This is an optimization exercise on Yosys and OpenROAD, whose aim is small area, a short achievable clock period and few clock cycles per item, not a production implementation.
Function was checked by simulation only, so behaviour that the tests miss may differ from the original.

==> 08-20 <==
==> flow/design.v (excerpt) <==
module muldiv_unit (
    input  logic        clk,
    input  logic        rst,
    input  logic        start_i,
    input  logic [1:0]  op_i,
    input  logic [31:0] a_i,
    input  logic [31:0] b_i,
    input  logic        cancel_i,
    output logic        busy_o,
    output logic        done_o,
    output logic [31:0] hi_o,
    output logic [31:0] lo_o,
    output logic        divzero_o
);
clock: 10.5 ns
lec_check: 0
cap_margin: 10
core_margin: 2
core_utilization: 50
setup_slack_margin: 4.5
slew_margin: 10
run.sh (not shown) runs the stock make flow with config.mk's settings and CLKGATE_MAP_FILE= SYNTH_SCRIPT=/design/flow/synth_recipe.tcl, a recipe that flattens the netlist after the stock synthesis.
==> inputs of 08-28, as changes to 08-20 <==
--- a/flow/config.mk
+++ b/flow/config.mk
@@ -6,7 +6,8 @@
 export NUM_CORES = 4
 export LEC_CHECK = 0
-export CAP_MARGIN = 10
+export ABC_AREA = 1
+export CAP_MARGIN = 20
 export CORE_MARGIN = 2
 export CORE_UTILIZATION = 50
 export SETUP_SLACK_MARGIN = 4.5
-export SLEW_MARGIN = 10
+export SLEW_MARGIN = 20
==> inputs of 04-24, as changes to 08-20 <==
--- a/flow/config.mk
+++ b/flow/config.mk
@@ -6,7 +6,8 @@
 export NUM_CORES = 4
 export LEC_CHECK = 0
-export CAP_MARGIN = 10
+export CAP_MARGIN = 20
 export CORE_MARGIN = 2
 export CORE_UTILIZATION = 50
+export PLACE_DENSITY = 0.72
 export SETUP_SLACK_MARGIN = 4.5
-export SLEW_MARGIN = 10
+export SLEW_MARGIN = 20
==> qor summary <==
| item | 08-20 | 08-28 | 04-24 |
|---|---|---|---|
| Signal buf overhead | 8.82% | 9.79% | 8.66% |
| Seq/Total Area, Yosys | 12.2% | 12.8% | 12.2% |
| Global routing's busiest layer | met2 | met1 | met2 |
| Most used standard cell by instance count after synthesis | clkbuf_1 | nand2_1 | clkbuf_1 |
| Final worst-path cycle share | 58.2% | 58.2% | 58.3% |
| Global-route met1 utilization | 54.8% | 60.8% | 56.1% |
| Die Span Y | 243 um | 237 um | 243 um |
| Setup Buffers After CTS | 56 | 47 | 61 |
| Ratio of cells with drive above 1 in the final layout | 13.4% | 12.6% | 11.9% |
| Multi-input combinational cell count | 3042 | 3152 | 3042 |
| Result of the run | finished clean | finished clean | finished clean |
| Post-Synth Adder-Cell Area | 16.5% | 17.3% | 16.5% |
| Uppermost layer routed | met5 | met5 | met4 |
Testbench counts of 08-20, summed over its fixed seeds: cycles 9,455, items 2,400.
Testbench counts of 08-28, summed over its fixed seeds: cycles 9,455, items 2,400.
Testbench counts of 04-24, summed over its fixed seeds: cycles 9,455, items 2,400.


==> inputs of 10-15 <==
Another version of the RTL of muldiv_unit (not shown whole).
==> flow/config.mk <==
export PLATFORM = sky130hd
export DESIGN_NAME = muldiv_unit
export DESIGN_NICKNAME = muldiv_unit
export VERILOG_FILES = /design/flow/design.v
export SDC_FILE = /design/flow/constraint.sdc
export NUM_CORES = 4
export LEC_CHECK = 0
export CAP_MARGIN = 20
export CORE_MARGIN = 2
export CORE_UTILIZATION = 40
export SLEW_MARGIN = 20
==> flow/constraint.sdc <==
create_clock -name core_clock -period 10.5 [get_ports {clk}]
set_input_delay 2.1000 -clock core_clock [delete_from_list [all_inputs] [get_ports {clk}]]
set_output_delay 2.1000 -clock core_clock [all_outputs]
set_load 0.01 [all_outputs]
==> inputs of 10-16, as changes to 10-15 <==
Settings changed: CORE_UTILIZATION 40 to 55, SETUP_SLACK_MARGIN set to 4.
==> summary of the runs <==
10-15 finished clean. 10-16 went through all stages and came out clean. Between 10-16 and 10-15, the lower register-to-register slack is in 10-15 (gap 1.7 ns). In 10-16 the die area is lower than in 10-15, by 27%. Against 10-16, the non-clock buffer count of 10-15 is lower by 137. Of 10-15 and 10-16, 10-16 has the higher core utilization (gap 22 points). Of 10-16 and 10-15, 10-16 has the higher clock skew (gap 0.0031 ns). Of 10-15 and 10-16, 10-16 has the higher wire length (gap about 8%, measured against 10-16).
==> figures <==
item	10-15	10-16
Outcome	no timing/DRC/antenna violations	no timing/DRC/antenna violations
Placed inst area	30100 um^2	29600 um^2
Most frequent CP cell	sky130_fd_sc_hd__inv_1	sky130_fd_sc_hd__fa_1
Critical path capture point	hi_q[18]	hi_q[7]
Worst slack on hold paths	0.688 ns	0.764 ns
Routed wl met3	16.5 mm	24.1 mm
Full die area	72200 um^2	52800 um^2
Well tap count	940	672
Number of violations reported at the end of detailed-routing iteration 0	4470	5756
First-pass GRT wire length	198 mm	206 mm
Worst EP required	10.80 ns	10.73 ns
Max Clk Rate	116 MHz	145 MHz
Global routing usage on met3	9.21%	21.5%
Testbench counts of 10-15, summed over its fixed seeds: cycles 9,632, items 2,400.
Testbench counts of 10-16, summed over its fixed seeds: cycles 9,632, items 2,400.


==> build 66: inputs <==
==> flow/design.v <==
module muldiv_unit (
    input  logic        clk,
    input  logic        rst,
    input  logic        start_i,
    input  logic [1:0]  op_i,
    input  logic [31:0] a_i,
    input  logic [31:0] b_i,
    input  logic        cancel_i,
    output logic        busy_o,
    output logic        done_o,
    output logic [31:0] hi_o,
    output logic [31:0] lo_o,
    output logic        divzero_o
);
    typedef enum logic [1:0] {IDLE = 2'd0, MUL = 2'd1, NORM = 2'd2, DIV = 2'd3} state_e;
    state_e       state_q;
    logic [4:0]   cnt_q;      
    logic [1:0]   last_q;     
    logic         hx_q;       
    logic [3:0]   one_q, two_q, bneg_q;   
    logic         ux_q;       
    logic         mlast_q;    
    logic [31:0]  hi_q, lo_q;
    logic [32:0]  d_q;        
    logic         sgn_q, negq_q, negr_q, negb_q, nsel_q, done_q, dz_q;
    function automatic logic [1:0] last_chunk(input logic [31:0] x, input logic sgn);
        logic [31:0] e;
        e = sgn ? (x ^ {32{x[31]}}) : x;
        if (e[31:8] == '0 && !(sgn && e[7]))        last_chunk = 2'd0;
        else if (e[31:16] == '0 && !(sgn && e[15])) last_chunk = 2'd1;
        else if (e[31:24] == '0 && !(sgn && e[23])) last_chunk = 2'd2;
        else                                        last_chunk = 2'd3;
    endfunction
    function automatic logic [5:0] clz(input logic [31:0] x);
        clz = 6'd32;
        for (int i = 0; i < 32; i++) if (x[i]) clz = 6'(31 - i);
    endfunction
    function automatic logic [5:0] mag_clz(input logic [31:0] x, input logic sgn);
        logic neg, pow2;
        neg  = sgn && x[31];
        pow2 = (x[30:0] & ~x[31:1]) == '0;
        mag_clz = clz(neg ? ~x : x) - 6'(neg && pow2);
    endfunction
    function automatic logic [31:0] cneg(input logic [31:0] x, input logic n);
        cneg = (x ^ {32{n}}) + 32'(n);
    endfunction
    function automatic logic [11:0] booth(input logic [8:0] x);
        logic [3:0] o, t, n;
        for (int i = 0; i < 4; i++) begin
            o[i] = x[2*i] ^ x[2*i+1];
            t[i] = (x[2*i+2] & ~x[2*i+1] & ~x[2*i]) | (~x[2*i+2] & x[2*i+1] & x[2*i]);
            n[i] = x[2*i+2] & ~(x[2*i+1] & x[2*i]);
        end
        booth = {o, t, n};
    endfunction
    function automatic logic [83:0] csa(input logic [41:0] x, input logic [41:0] y,
                                        input logic [41:0] z);
        logic [41:0] c;
        c   = (x & y) | (x & z) | (y & z);
        csa = {c[40:0], 1'b0, x ^ y ^ z};
    endfunction
    logic        sgn_s, div_s, swap_s, small_s, dz_s, accept_s;
    logic [1:0]  la_s, lb_s, lq_s;
    logic [5:0]  za_s, zb_s, sh_s;
    logic [31:0] q_s;
    always_comb begin
        accept_s = start_i && !cancel_i;
        sgn_s    = !op_i[0];
        div_s    = op_i[1];
        la_s     = last_chunk(a_i, sgn_s);
        lb_s     = last_chunk(b_i, sgn_s);
        swap_s   = la_s < lb_s;
        q_s      = swap_s ? a_i : b_i;
        lq_s     = swap_s ? la_s : lb_s;
        za_s     = mag_clz(a_i, sgn_s);
        zb_s     = mag_clz(b_i, sgn_s);
        small_s  = za_s > zb_s;
        sh_s     = zb_s - za_s;
        dz_s     = b_i == '0;
    end
    logic [41:0] op_s [6];
    logic [41:0] ss_s [4];
    logic [41:0] cs_s [4];
    logic [41:0] macc_s;
    logic [64:0] mfull_s;
    logic [63:0] mres_s;
    logic [34:0] row_s [4];
    always_comb begin
        for (int i = 0; i < 4; i++) begin
            row_s[i] = ((one_q[i] ? {{2{d_q[32]}}, d_q} : 35'd0)
                      | (two_q[i] ? {d_q[32], d_q, 1'b0} : 35'd0)) ^ {35{bneg_q[i]}};
        end
        op_s[0] = {{9{hx_q}}, hi_q};
        op_s[1] = {{7{row_s[0][34]}}, row_s[0]};
        op_s[2] = {{5{row_s[1][34]}}, row_s[1], 2'b00};
        op_s[3] = {{3{row_s[2][34]}}, row_s[2], 4'b0000};
        op_s[4] = {{1{row_s[3][34]}}, row_s[3], 6'b000000};
        op_s[5] = (ux_q ? {{1{d_q[32]}}, d_q, 8'd0} : 42'd0)
                | {35'd0, bneg_q[3], 1'b0, bneg_q[2], 1'b0, bneg_q[1], 1'b0, bneg_q[0]};
        {cs_s[0], ss_s[0]} = csa(op_s[0], op_s[1], op_s[2]);
        {cs_s[1], ss_s[1]} = csa(op_s[3], op_s[4], op_s[5]);
        {cs_s[2], ss_s[2]} = csa(ss_s[0], cs_s[0], ss_s[1]);
        {cs_s[3], ss_s[3]} = csa(ss_s[2], cs_s[2], cs_s[1]);
        macc_s  = ss_s[3] + cs_s[3];
        mfull_s = {macc_s[40:0], lo_q[31:8]};
        case (mlast_q ? last_q : 2'd3)
            2'd3:    mres_s = mfull_s[63:0];
            2'd2:    mres_s = {{7{mfull_s[64]}}, mfull_s[64:8]};
            2'd1:    mres_s = {{15{mfull_s[64]}}, mfull_s[64:16]};
            default: mres_s = {{23{mfull_s[64]}}, mfull_s[64:24]};
        endcase
    end
    logic [31:0] nhi_s, nlo_s;
    logic [32:0] mbs_s;
    always_comb begin
        nhi_s = cneg(hi_q, negr_q);
        nlo_s = nsel_q ? cneg(d_q[31:0], negb_q) : cneg(lo_q, negq_q);
        mbs_s = {nlo_s, 1'b0} << {cnt_q[4:1], 1'b0};
    end
    logic [33:0] df1_s, df2_s;
    logic [31:0] r1_s, r2_s;
    logic        ge1_s, ge2_s;
    always_comb begin
        df1_s = {2'b0, hi_q} - {1'b0, d_q};
        ge1_s = !df1_s[33];
        r1_s  = ge1_s ? df1_s[31:0] : hi_q;
        df2_s = {2'b0, r1_s} - {2'b0, d_q[32:1]};
        ge2_s = !df2_s[33];
        r2_s  = ge2_s ? df2_s[31:0] : r1_s;
    end
    assign busy_o    = !cancel_i && (start_i || (state_q != IDLE));
    assign done_o    = done_q;
    assign divzero_o = dz_q;
    assign hi_o      = nhi_s;
    assign lo_o      = nlo_s;
    always_ff @(posedge clk) begin
        if (rst) begin
            state_q <= IDLE;
            done_q  <= 1'b0;
            dz_q    <= 1'b0;
        end else begin
            done_q <= 1'b0;
            dz_q   <= 1'b0;
            case (state_q)
                IDLE: begin
                    if (accept_s) begin
                        if (!div_s) begin
                            state_q <= MUL;
                        end else if (dz_s || small_s) begin
                            done_q <= 1'b1;
                            dz_q   <= dz_s;
                        end else begin
                            state_q <= NORM;
                        end
                    end
                end
                MUL: begin
                    if (cancel_i) begin
                        state_q <= IDLE;
                    end else if (mlast_q) begin
                        done_q  <= 1'b1;
                        state_q <= IDLE;
                    end
                end
                NORM: begin
                    state_q <= cancel_i ? IDLE : DIV;
                end
                DIV: begin
                    if (cancel_i) begin
                        state_q <= IDLE;
                    end else if (cnt_q == 5'd1) begin
                        done_q  <= 1'b1;
                        state_q <= IDLE;
                    end
                end
                default: state_q <= IDLE;
            endcase
        end
    end
    always_ff @(posedge clk) begin
        case (state_q)
            IDLE: begin
                sgn_q   <= sgn_s;
                negb_q  <= sgn_s && b_i[31];
                negq_q  <= div_s && sgn_s && (a_i[31] ^ b_i[31]) && !small_s && !dz_s;
                negr_q  <= div_s && sgn_s && a_i[31] && !small_s && !dz_s;
                nsel_q  <= div_s && !small_s && !dz_s;
                hx_q    <= 1'b0;
                hi_q    <= div_s ? a_i : '0;
                lo_q    <= div_s ? {32{dz_s}} : q_s;
                d_q     <= div_s ? {1'b0, b_i}
                         : swap_s ? {sgn_s & b_i[31], b_i} : {sgn_s & a_i[31], a_i};
                last_q  <= lq_s;
                cnt_q   <= div_s ? (sh_s[4:0] | 5'd1) : 5'(lq_s);
                mlast_q <= lq_s == 2'd0;
                ux_q    <= lq_s == 2'd0 && !sgn_s && q_s[7];
                {one_q, two_q, bneg_q} <= booth({q_s[7:0], 1'b0});
            end
            MUL: begin
                {hi_q, lo_q} <= mres_s;
                hx_q         <= macc_s[40];
                cnt_q        <= cnt_q - 5'd1;
                mlast_q      <= cnt_q == 5'd1;
                ux_q         <= cnt_q == 5'd1 && !sgn_q && lo_q[15];
                {one_q, two_q, bneg_q} <= booth(lo_q[15:7]);
            end
            NORM: begin
                hi_q   <= nhi_s;
                d_q    <= mbs_s;
                nsel_q <= 1'b0;
            end
            DIV: begin
                hi_q  <= r2_s;
                lo_q  <= {lo_q[29:0], ge1_s, ge2_s};
                d_q   <= {2'b0, d_q[32:2]};
                cnt_q <= cnt_q - 5'd2;
            end
            default: ;
        endcase
    end
endmodule
==> flow/run.sh <==
#!/bin/bash
# synth_recipe.tcl (not shown) runs the flow's synth.tcl, then flattens the netlist and writes it again
# the make line also repeats each setting of config.mk as NAME=value (left out here)
make -C /OpenROAD-flow-scripts/flow DESIGN_CONFIG=/design/flow/config.mk WORK_HOME=/design/flow/orfs CLKGATE_MAP_FILE= SYNTH_SCRIPT=/design/flow/synth_recipe.tcl finish
==> flow/config.mk <==
export PLATFORM = sky130hd
export DESIGN_NAME = muldiv_unit
export DESIGN_NICKNAME = muldiv_unit
export VERILOG_FILES = /design/flow/design.v
export SDC_FILE = /design/flow/constraint.sdc
export NUM_CORES = 4
export LEC_CHECK = 0
export CAP_MARGIN = 20
export CORE_MARGIN = 2
export CORE_UTILIZATION = 50
export SETUP_SLACK_MARGIN = 4.5
export SLEW_MARGIN = 20
==> flow/constraint.sdc <==
create_clock -name core_clock -period 10.5 [get_ports {clk}]
set_input_delay 2.1000 -clock core_clock [delete_from_list [all_inputs] [get_ports {clk}]]
set_output_delay 2.1000 -clock core_clock [all_outputs]
set_load 0.01 [all_outputs]
==> inputs of build 23, as changes to build 66 <==
SETUP_SLACK_MARGIN = 4.25   (was 4.5)
==> comparison table <==
Post-CTS setup buffer count: build 23 43; build 66 51
F_max: build 23 0.1611 GHz; build 66 0.1667 GHz
Commonest non-fill, non-tap cell in the layout: build 23 inv_1; build 66 nand2_1
Area of the multi-input gates: build 23 23520 um^2; build 66 23920 um^2
Total Routing Usage GR: build 23 47.16%; build 66 46.61%
Outcome: build 23 finished clean; build 66 finished clean
Kind of critical path: build 23 reg2reg; build 66 reg2out
Met2 Track Usage GR: build 23 69.83%; build 66 70.68%
Minimum setup slack after placement: build 23 2.221 ns; build 66 2.399 ns
Setup crit end kind: build 23 flip-flop; build 66 output port
Buffer share of cell area: build 23 8.396%; build 66 8.324%
Testbench counts of build 66, summed over its fixed seeds: cycles 9,455, items 2,400.
Testbench counts of build 23, summed over its fixed seeds: cycles 9,455, items 2,400.

## afterwards: timing with drivers on the ports
Ports are ideal in the flow. The routed layouts listed here were re-timed in OpenROAD. Step 1 assumes that a clkbuf_16 drives the clock port and a buf_2 every other input. Step 2 also shifts input and output timing later by t, the mid clock arrival at the registers, as if the neighbouring blocks saw the same clock. Slacks: no drivers / after step 1 / after step 2; pairs: no drivers / after step 1.
| run | t, ns | setup slack, ns | worst setup path at the end |
|---|---|---|---|
| 08-20 | 0.546 | 4.392 / 4.392 / 4.024 | input to register |
| 08-28 | 0.529 | 4.385 / 4.359 / 3.890 | input to register |
| 04-24 | 0.546 | 4.378 / 4.324 / 4.024 | input to register |
| 10-15 | 0.532 | 1.900 / 1.900 / 1.747 | input to register |
| 10-16 | 0.575 | 3.613 / 3.613 / 3.539 | input to register |
| build 66 | 0.541 | 4.500 / 4.436 / 4.108 | input to register |
| build 23 | 0.551 | 4.291 / 4.249 / 3.854 | input to register |
After both steps setup and hold are still met in every run listed. For 08-28, which loses most, drivers alone change the setup slack by -0.026 ns; drivers and shift together by -0.495 ns.
